Source: an optimization exercise on an open RTL-to-GDS flow (aim: small area, a short achievable clock period and few clock cycles per item). Production flows keep margins and buffers that such runs may drop.
The RTL was checked by simulation tests, not by an equivalence proof against the original design.
Power is estimated from default activity; no workload was simulated.

==> design/flow/design.v <==
`timescale 1ns / 1ps
`default_nettype none
package ckcs_pkg;
	localparam int unsigned LUMA_W    = 8;
	localparam int unsigned CHROMA_W  = 8;
	localparam int unsigned ROW_W     = 9;
	localparam int unsigned COL_W     = 10;
	localparam int unsigned THR_W     = 10;
	localparam int unsigned KEY_W     = 24;
	localparam int unsigned CFG_IDX_W = 3;
	localparam int unsigned CFG_DAT_W = 24;
	localparam int unsigned IN_BITS    = 4 * LUMA_W + ROW_W + COL_W;
	localparam int unsigned IN_TDATA_W = ((IN_BITS + 7) / 8) * 8;
	localparam int unsigned OUT_BITS    = 2 * (ROW_W + COL_W);
	localparam int unsigned OUT_TDATA_W = ((OUT_BITS + 7) / 8) * 8;
	typedef enum logic [CFG_IDX_W-1:0] {
		CFG_LEFT_X      = 3'd0,
		CFG_LEFT_Y      = 3'd1,
		CFG_RIGHT_X     = 3'd2,
		CFG_RIGHT_Y     = 3'd3,
		CFG_LEFT_KEY    = 3'd4,
		CFG_RIGHT_KEY   = 3'd5,
		CFG_THRESHOLD   = 3'd6
	} cfg_index_t;
	localparam logic [KEY_W-1:0] KEY_RESET = 24'hFF8080;
	localparam logic [THR_W-1:0] THR_RESET = 10'd15;
	typedef struct packed {
		logic             frame_end;
		logic [COL_W-1:0] pair_column;
		logic [ROW_W-1:0] pixel_row;
		logic [7:0]       chroma_red;
		logic [7:0]       luma_second;
		logic [7:0]       chroma_blue;
		logic [7:0]       luma_first;
	} pixel_pair_t;
	typedef struct packed {
		logic [ROW_W-1:0] row;
		logic [COL_W-1:0] col;
	} corner_t;
	function automatic logic [7:0] abs_diff(input logic [7:0] a, input logic [7:0] b);
		abs_diff = (a > b) ? (a - b) : (b - a);
	endfunction
	function automatic logic [THR_W-1:0] color_dist(input logic [7:0] y, input logic [7:0] u,
			input logic [7:0] v, input logic [KEY_W-1:0] key);
		color_dist = THR_W'(abs_diff(key[23:16], y)) + THR_W'(abs_diff(key[15:8], u))
			+ THR_W'(abs_diff(key[7:0], v));
	endfunction
endpackage
`default_nettype wire
`timescale 1ns / 1ps
`default_nettype none
module color_key_corner_search #(
	parameter int unsigned FRAME_WIDTH  = 640,
	parameter int unsigned FRAME_HEIGHT = 480,
	parameter int unsigned RADIUS       = 25
) (
	input  wire logic                                clk,
	input  wire logic                                arst_n,
	input  wire logic                                s_axis_tvalid,
	output logic                                     s_axis_tready,
	input  wire logic [ckcs_pkg::IN_TDATA_W-1:0]     s_axis_tdata,
	input  wire logic                                s_axis_tlast,
	output logic                                     m_axis_tvalid,
	input  wire logic                                m_axis_tready,
	output logic [ckcs_pkg::OUT_TDATA_W-1:0]         m_axis_tdata,
	input  wire logic                                cfg_wen,
	input  wire logic [ckcs_pkg::CFG_IDX_W-1:0]      cfg_addr,
	input  wire logic [ckcs_pkg::CFG_DAT_W-1:0]      cfg_wdata
);
	localparam logic [10:0] RAD    = 11'(RADIUS);
	localparam logic [10:0] FW_LIM = 11'(FRAME_WIDTH);
	localparam logic [10:0] FH_LIM = 11'(FRAME_HEIGHT);
	function automatic logic [7:0] absd(input logic [7:0] a, input logic [7:0] b);
		absd = (a > b) ? (a - b) : (b - a);
	endfunction
	logic [9:0]  lcx_q, rcx_q;
	logic [8:0]  lcy_q, rcy_q;
	logic [23:0] lkey_q, rkey_q;
	logic [9:0]  thr_q;
	always_ff @(posedge clk or negedge arst_n) begin
		if (!arst_n) begin
			lcx_q  <= '0;
			lcy_q  <= '0;
			rcx_q  <= '0;
			rcy_q  <= '0;
			lkey_q <= ckcs_pkg::KEY_RESET;
			rkey_q <= ckcs_pkg::KEY_RESET;
			thr_q  <= ckcs_pkg::THR_RESET;
		end else if (cfg_wen) begin
			case (cfg_addr)
				3'd0: lcx_q  <= cfg_wdata[9:0];
				3'd1: lcy_q  <= cfg_wdata[8:0];
				3'd2: rcx_q  <= cfg_wdata[9:0];
				3'd3: rcy_q  <= cfg_wdata[8:0];
				3'd4: lkey_q <= cfg_wdata[23:0];
				3'd5: rkey_q <= cfg_wdata[23:0];
				3'd6: thr_q  <= cfg_wdata[9:0];
				default: ;
			endcase
		end
	end
	logic [10:0] l_cx, l_cy, r_cx, r_cy;
	logic [9:0]  l_sx, l_exm1, r_sx, r_exm1;
	logic [8:0]  l_sy, l_eym1, r_sy, r_eym1;
	always_comb begin
		l_cx = 11'(lcx_q);
		l_cy = 11'(lcy_q);
		r_cx = 11'(rcx_q);
		r_cy = 11'(rcy_q);
		l_sx   = 10'((l_cx > RAD) ? ((l_cx - RAD) & ~11'd1) : 11'd0);
		r_sx   = 10'((r_cx > RAD) ? ((r_cx - RAD) & ~11'd1) : 11'd0);
		l_sy   = 9'((l_cy > RAD) ? ((l_cy - RAD) & ~11'd1) : 11'd0);
		r_sy   = 9'((r_cy > RAD) ? ((r_cy - RAD) & ~11'd1) : 11'd0);
		l_exm1 = 10'((l_cx + RAD <= FW_LIM) ? (l_cx + RAD - 11'd1) : (FW_LIM - 11'd1));
		r_exm1 = 10'((r_cx + RAD <= FW_LIM) ? (r_cx + RAD - 11'd1) : (FW_LIM - 11'd1));
		l_eym1 = 9'((l_cy + RAD <= FH_LIM) ? (l_cy + RAD - 11'd1) : (FH_LIM - 11'd1));
		r_eym1 = 9'((r_cy + RAD <= FH_LIM) ? (r_cy + RAD - 11'd1) : (FH_LIM - 11'd1));
	end
	logic [7:0] i_y0, i_u, i_y1, i_v;
	logic [8:0] i_row, i_ch;
	assign i_y0  = s_axis_tdata[7:0];
	assign i_u   = s_axis_tdata[15:8];
	assign i_y1  = s_axis_tdata[23:16];
	assign i_v   = s_axis_tdata[31:24];
	assign i_row = s_axis_tdata[40:32];
	assign i_ch  = s_axis_tdata[50:42];
	logic        tready_q, v1_q, in_frame_q, res_valid_q;
	logic        last1_q, lin1_q, rin1_q;
	logic [8:0]  row1_q, ch1_q;
	logic [7:0]  ly0_q, ly1_q, lu_q, lv_q, ry0_q, ry1_q, ru_q, rv_q;
	always_ff @(posedge clk) begin
		last1_q <= s_axis_tlast;
		row1_q  <= i_row;
		ch1_q   <= i_ch;
		lin1_q  <= (i_row >= l_sy) && (i_row <= l_eym1) && (i_ch >= l_sx[9:1]) && (i_ch <= l_exm1[9:1]);
		rin1_q  <= (i_row >= r_sy) && (i_row <= r_eym1) && (i_ch >= r_sx[9:1]) && (i_ch <= r_exm1[9:1]);
		ly0_q   <= absd(lkey_q[23:16], i_y0);
		ly1_q   <= absd(lkey_q[23:16], i_y1);
		lu_q    <= absd(lkey_q[15:8], i_u);
		lv_q    <= absd(lkey_q[7:0], i_v);
		ry0_q   <= absd(rkey_q[23:16], i_y0);
		ry1_q   <= absd(rkey_q[23:16], i_y1);
		ru_q    <= absd(rkey_q[15:8], i_u);
		rv_q    <= absd(rkey_q[7:0], i_v);
	end
	logic [9:0]  l_uv, r_uv;
	logic        lm0, lm1, rm0, rm1;
	logic [8:0]  lb_row, rb_row;
	logic [9:0]  lb_col, rb_col;
	logic [9:0]  c0;
	logic signed [12:0] lx, rx;
	logic        l_upd, r_upd, load;
	always_comb begin
		l_uv = 10'(lu_q) + 10'(lv_q);
		r_uv = 10'(ru_q) + 10'(rv_q);
		lm0  = (10'(ly0_q) + l_uv) < thr_q;
		lm1  = (10'(ly1_q) + l_uv) < thr_q;
		rm0  = (10'(ry0_q) + r_uv) < thr_q;
		rm1  = (10'(ry1_q) + r_uv) < thr_q;
		c0   = {ch1_q, 1'b0};
		lx = 13'(row1_q) + 13'(lb_col) - 13'(lb_row) - 13'(c0);
		rx = 13'(row1_q) + 13'(c0) - 13'(rb_row) - 13'(rb_col);
		l_upd = v1_q && lin1_q && (lm0 ? (lx > 13'sd0) : (lm1 && (lx > 13'sd1)));
		r_upd = v1_q && rin1_q && (rm1 ? (rx >= 13'sd0) : (rm0 && (rx > 13'sd0)));
		load  = !v1_q && !in_frame_q && !res_valid_q;
	end
	always_ff @(posedge clk) begin
		if (load) begin
			lb_row <= l_sy;
			lb_col <= l_exm1;
			rb_row <= r_sy;
			rb_col <= r_sx;
		end else begin
			if (l_upd) begin
				lb_row <= row1_q;
				lb_col <= {ch1_q, !lm0};
			end
			if (r_upd) begin
				rb_row <= row1_q;
				rb_col <= {ch1_q, rm1};
			end
		end
	end
	always_ff @(posedge clk or negedge arst_n) begin
		if (!arst_n) begin
			tready_q    <= 1'b1;
			v1_q        <= 1'b0;
			in_frame_q  <= 1'b0;
			res_valid_q <= 1'b0;
		end else begin
			v1_q <= s_axis_tvalid && tready_q;
			if (s_axis_tvalid && tready_q && s_axis_tlast) begin
				tready_q <= 1'b0;
			end else if (res_valid_q && m_axis_tready) begin
				tready_q <= 1'b1;
			end
			if (v1_q) begin
				in_frame_q <= !last1_q;
			end
			if (v1_q && last1_q) begin
				res_valid_q <= 1'b1;
			end else if (m_axis_tready) begin
				res_valid_q <= 1'b0;
			end
		end
	end
	assign s_axis_tready = tready_q;
	assign m_axis_tvalid = res_valid_q;
	assign m_axis_tdata  = {2'b00, rb_row, rb_col, lb_row, lb_col};
endmodule
`default_nettype wire
==> design/flow/run.sh <==
#!/bin/bash
# synth_recipe.tcl (not shown) runs the flow's synth.tcl, then flattens the netlist and writes it again
# the make line also repeats each setting of config.mk as NAME=value (left out here)
make -C /OpenROAD-flow-scripts/flow DESIGN_CONFIG=/design/flow/config.mk WORK_HOME=/design/flow/orfs CLKGATE_MAP_FILE= SYNTH_SCRIPT=/design/flow/synth_recipe.tcl finish
==> design/flow/config.mk <==
export PLATFORM = sky130hd
export DESIGN_NAME = color_key_corner_search
export DESIGN_NICKNAME = color_key_corner_search
export VERILOG_FILES = /design/flow/design.v
export SDC_FILE = /design/flow/constraint.sdc
export NUM_CORES = 4
export LEC_CHECK = 0
export CAP_MARGIN = 20
export CORE_MARGIN = 2
export CORE_UTILIZATION = 40
export SLEW_MARGIN = 20
==> design/flow/constraint.sdc <==
create_clock -name core_clock -period 7.5 [get_ports {clk}]
set_input_delay 1.5000 -clock core_clock [delete_from_list [all_inputs] [get_ports {clk}]]
set_output_delay 1.5000 -clock core_clock [all_outputs]
set_load 0.01 [all_outputs]
==> results.txt <==
[worst max-delay path by stage]
| stage | from | end | slack [ns] |
|---|---|---|---|
| after floorplan | ru_q[0] | rb_col[0] | 2.09 |
| after global placement | row1_q[1] | lb_row[2] | 2.25 |
| after detailed placement | row1_q[1] | lb_row[4] | 2.16 |
| after CTS | row1_q[1] | lb_row[3] | 2.13 |
| after global routing | lb_col[1] | lb_row[3] | 1.80 |
| final | lb_col[1] | lb_row[2] | 2.11 |
[metrics by stage]
stage	util, %	hold slack (ns)
after global routing	46.0	0.509
after CTS	46.0	0.480
after detailed placement	44.1	0.465
after global placement	44.1	0.463
after floorplan	-	0.432
final	46.0	0.473
[logic make-up (layout without fill, tap and decap cells)]
kind of cell / count (synthesis) / in the layout
adders and majority gates: 379 / 379
AOI/OAI and AO/OA: 575 / 575
xor gates and xnor gates: 159 / 159
muxes: 130 / 130
and+or+nand+nor: 514 / 514
buffers and inverters: 341 / 450
DFF: 223 / 223
other: 1 / 2
[power groups by stage]
stage / clock network [mW] / logic, mW / registers, mW
final: 1.46 / 8.91 / 2.07
after global routing: 1.54 / 10.1 / 2.13
after CTS: 1.50 / 8.90 / 2.08
after detailed placement: 0 / 8.83 / 2.10
after global placement: 0 / 8.58 / 2.09
after floorplan: 0 / 6.85 / 1.94
[synthesized netlist by cell type, types with 14 or more instances]
master / instances / area [µm²]
ha_1: 336 / 4200
inv_1: 268 / 1010
a21oi_1: 153 / 766
nand2_1: 151 / 567
o21ai_0: 130 / 651
nor2_1: 108 / 405
xnor2_1: 93 / 815
dfxtp_1: 85 / 1700
mux2_2: 77 / 867
dfrtp_1: 75 / 1880
xor2_1: 66 / 578
a21o_1: 64 / 480
mux2i_1: 53 / 531
o21a_1: 51 / 383
nor3_1: 44 / 220
fa_1: 41 / 821
clkbuf_1: 40 / 150
nor2b_1: 40 / 250
edfxtp_1: 38 / 1140
nand2b_1: 31 / 194
nand3_1: 30 / 150
nand4_1: 28 / 175
dfstp_2: 25 / 657
o21bai_1: 22 / 165
a31oi_1: 18 / 113
buf_2: 15 / 75.1
o211ai_1: 14 / 105
[registers in the layout, summed over array words and instances (netlist names), 8 cells and up]
register / count
ly1_q: 8
lb_col: 10
rb_row: 9
rkey_q: 24
lcy_q: 9
lb_row: 9
ch1_q: 9
rcx_q: 10
thr_q: 10
rb_col: 10
ru_q: 8
lv_q: 8
lcx_q: 10
rcy_q: 9
rv_q: 8
row1_q: 9
ry0_q: 8
lkey_q: 24
ry1_q: 8
ly0_q: 8
lu_q: 8
[worst register-to-register path: stages, from the launching register on]
cell      delay, ns
edfxtp_1       0.36
inv_1          0.07
fa_1           0.60
inv_1          0.06
ha_1           0.30
a211oi_1       0.31
o21bai_1       0.14
a21oi_1        0.24
nor2b_1        0.08
o21ai_0        0.16
nand2b_1       0.09
xor2_1         0.16
ha_1           0.23
or4_1          0.52
o21ai_0        0.13
a211oi_1       0.11
o22a_2         0.27
mux2i_1        0.17
nor4_1         0.07
o22ai_1        0.16
a31o_1         0.78
[final cells by class]
class	instances	share of cell area, %
Sequential cell	223	22.7
Tap cell	680	3.59
Clock inverter	16	0.802
Inverter	268	4.24
Clock buffer	37	3.44
Multi-Input combinational cell	1759	59.9
Timing Repair Buffer	129	5.36
[cell usage in the layout (no fill, tap or decap), types with 31 or more instances in the layout]
cell type        instances
edfxtp_1                38
nor2b_1                 40
xnor2_1                 93
a21o_1                  64
o21a_1                  51
nand2_1                151
dfrtp_1                 75
nor3_1                  41
fa_1                    41
nor2_1                 108
mux2_2                  77
mux2i_1                 53
a21oi_1                153
nand2b_1                31
dfxtp_1                 85
o21ai_0                129
ha_1                   336
clkdlybuf4s50_1        121
inv_1                  268
xor2_1                  66
[layer usage]
layer  up-vias  track usage [%]  part of all wire (%)  routed length, µm
met5         -                0                 0.026                 14
met4         2             6.83                   3.6               1990
met3       116             2.65                   3.9               2120
met2       356             35.5                    48              26200
met1      7827             25.3                    44              24200
li1       8299                -                     -                  -
==> flow_summary.json <==
{
  "cp.required_ns": 7.69,
  "rows": 83,
  "drt_wl_total_mm": 54.5,
  "hold_path.class": "register to register",
  "crit_family": "compound AO/OA/AOI/OAI gates",
  "timing_hold_violations_final": 0,
  "pre_cts_slack_ns": 2.16,
  "yosysWarnings": 1,
  "grt_use_total_pct": 20.2,
  "clkLatencyLatePin_ns": 0.58,
  "finalPower_mw": 12.4,
  "ff_latch_area_um2": 5380,
  "leakage_nw": 11.0,
  "fp.dieW_um": 233,
  "cp_slowest_stage_delay_ns": 0.78,
  "clockRootBuffer": "clkbuf_16",
  "stdcell_count": 3112,
  "p_seq_share_pct": 16.7,
  "ys.flop_type": "dfxtp_1",
  "antenna_found_initial": 1,
  "cp_slowest_cell": "a31o_1",
  "power-per-cell-area_nw_per_um2": 525,
  "viasPerCell": 5.33,
  "crit_cells": 20,
  "drcViolationCount": 0,
  "clk_pin_slew_ns": 0.06,
  "fin_crit_ns": 5.39,
  "final_cell_area_um2": 23700,
  "timing.rr.start": "lb_col[1]",
  "ant_nets": 0,
  "post_cts_buffers": 0,
  "endpoint_kind": "register",
  "synth_xor_xnor_area_share_pct": 6.66,
  "yosys.area_share.adder_pct": 24.1,
  "hold_buffers": 0,
  "synth_edf_count": 38,
  "num_vias": 16600,
  "clock-sinks": 223,
  "dpl.hpwl_mm": 44.4,
  "wl_per_cell_um": 17.5,
  "reg2reg_depth": 20,
  "avgSynthCellArea_um2": 9.01,
  "synth-seq-cells": 223,
  "netSwitchingPower_mw": 5.82,
  "synthArstFlopShare_pct": 44.8,
  "crit_path_max_fanout": 19,
  "synthCells": 2322,
  "ctsHtreeMaxLevel": 1,
  "holdCritStartpoint": "last1_q",
  "maxCapViolations": 0,
  "nFillCells": 5013,
  "rrSetupSlack_ns": 2.11,
  "grt_pass1_vias": 16562,
  "firstDrtPassIters": 6,
  "holdPathStages": 2,
  "synth_top_family_by_area": "adder cells",
  "drt_iter0_drc": 788,
  "grt_pass1_wl_mm": 86.9,
  "tns_ns": 0,
  "clock_skew_ns": 0.0129,
  "placeableCoreArea_um2": 51500,
  "r2r-end": "lb_row[2]",
  "nets": 2876,
  "place.gp.congestion": 0.901,
  "die_y_um": 233,
  "intPower_mw": 6.62,
  "ir_worst_vdd_mv": 0.382,
  "worstPathArrival_ns": 5.58,
  "worstSetupPathType": "register to register",
  "tightest_slew_ns": 0.935,
  "synthSimpleGateAreaFrac_pct": 12.2,
  "drive_gt1_share_pct": 8.51,
  "initial_utilization_pct": 40.6,
  "slew_headroom_pct": 37.4,
  "multi_input_area_um2": 14200,
  "cts_resized": 0,
  "overflow": 0,
  "ys_seq_area_share_pct": 25.7,
  "outcome": "complete, no violations",
  "dieArea_um2": 54200,
  "syn_area_um2": 20900,
  "synth_cell_types": 80,
  "grt_setup_unrepaired": "false",
  "placed_area_um2": 22700,
  "fin_ws_ns": 2.11,
  "max_freq_mhz": 186,
  "worstPathCellList": "inv_1, fa_1, inv_1, ha_1, a211oi_1, o21bai_1, a21oi_1, nor2b_1, o21ai_0, nand2b_1, xor2_1, ha_1, or4_1, o21ai_0, a211oi_1, o22a_2, mux2i_1, nor4_1, o22ai_1, a31o_1",
  "cts_made_buffers": 29,
  "synthMuxAreaShare_pct": 6.68,
  "slew_violations": 0,
  "cts_tree": "done",
  "critPathBufInv": 2,
  "dp_cells": 3059,
  "synth_compound_gate_area_share_pct": 18.2,
  "power_frac_clock_pct": 11.7,
  "swShare_pct": 46.8,
  "grt_max_degree": 65,
  "setup_viol": 0,
  "period_share_pct": 71.8,
  "clk_path_buf_depth": 3,
  "numPortBuffers": 122,
  "area_delta_synth_final_pct": 13.4,
  "start_kind": "register",
  "io-pin-count": 131,
  "min_to": "res_valid_q",
  "num_antenna_cells": 0,
  "combinationalPowerShare_pct": 71.6
}
Testbench counts, summed over its fixed seeds: cycles 2,457,632, items 2,457,600.

[afterwards: timing with drivers on the ports]
Ports are ideal in the flow. The routed layout listed here was re-timed in OpenROAD. Step 1 assumes that a clkbuf_16 drives the clock port and a buf_2 every other input. Step 2 also shifts input and output timing later by t, the mid clock arrival at the registers, as if the neighbouring blocks saw the same clock. Slacks: ideal ports / drivers / drivers and shift; pairs: ideal ports / drivers.
shift t [ns]: 0.625
setup slack, ns: 2.112 / 2.112 / 2.112
clock arrival spread, ns: 0.013 / 0.013
worst register clock-pin slew, ns: 0.06 / 0.06
After both steps this run still meets setup and hold. For this run, drivers alone change the setup slack by 0.000 ns; drivers and shift together by 0.000 ns.
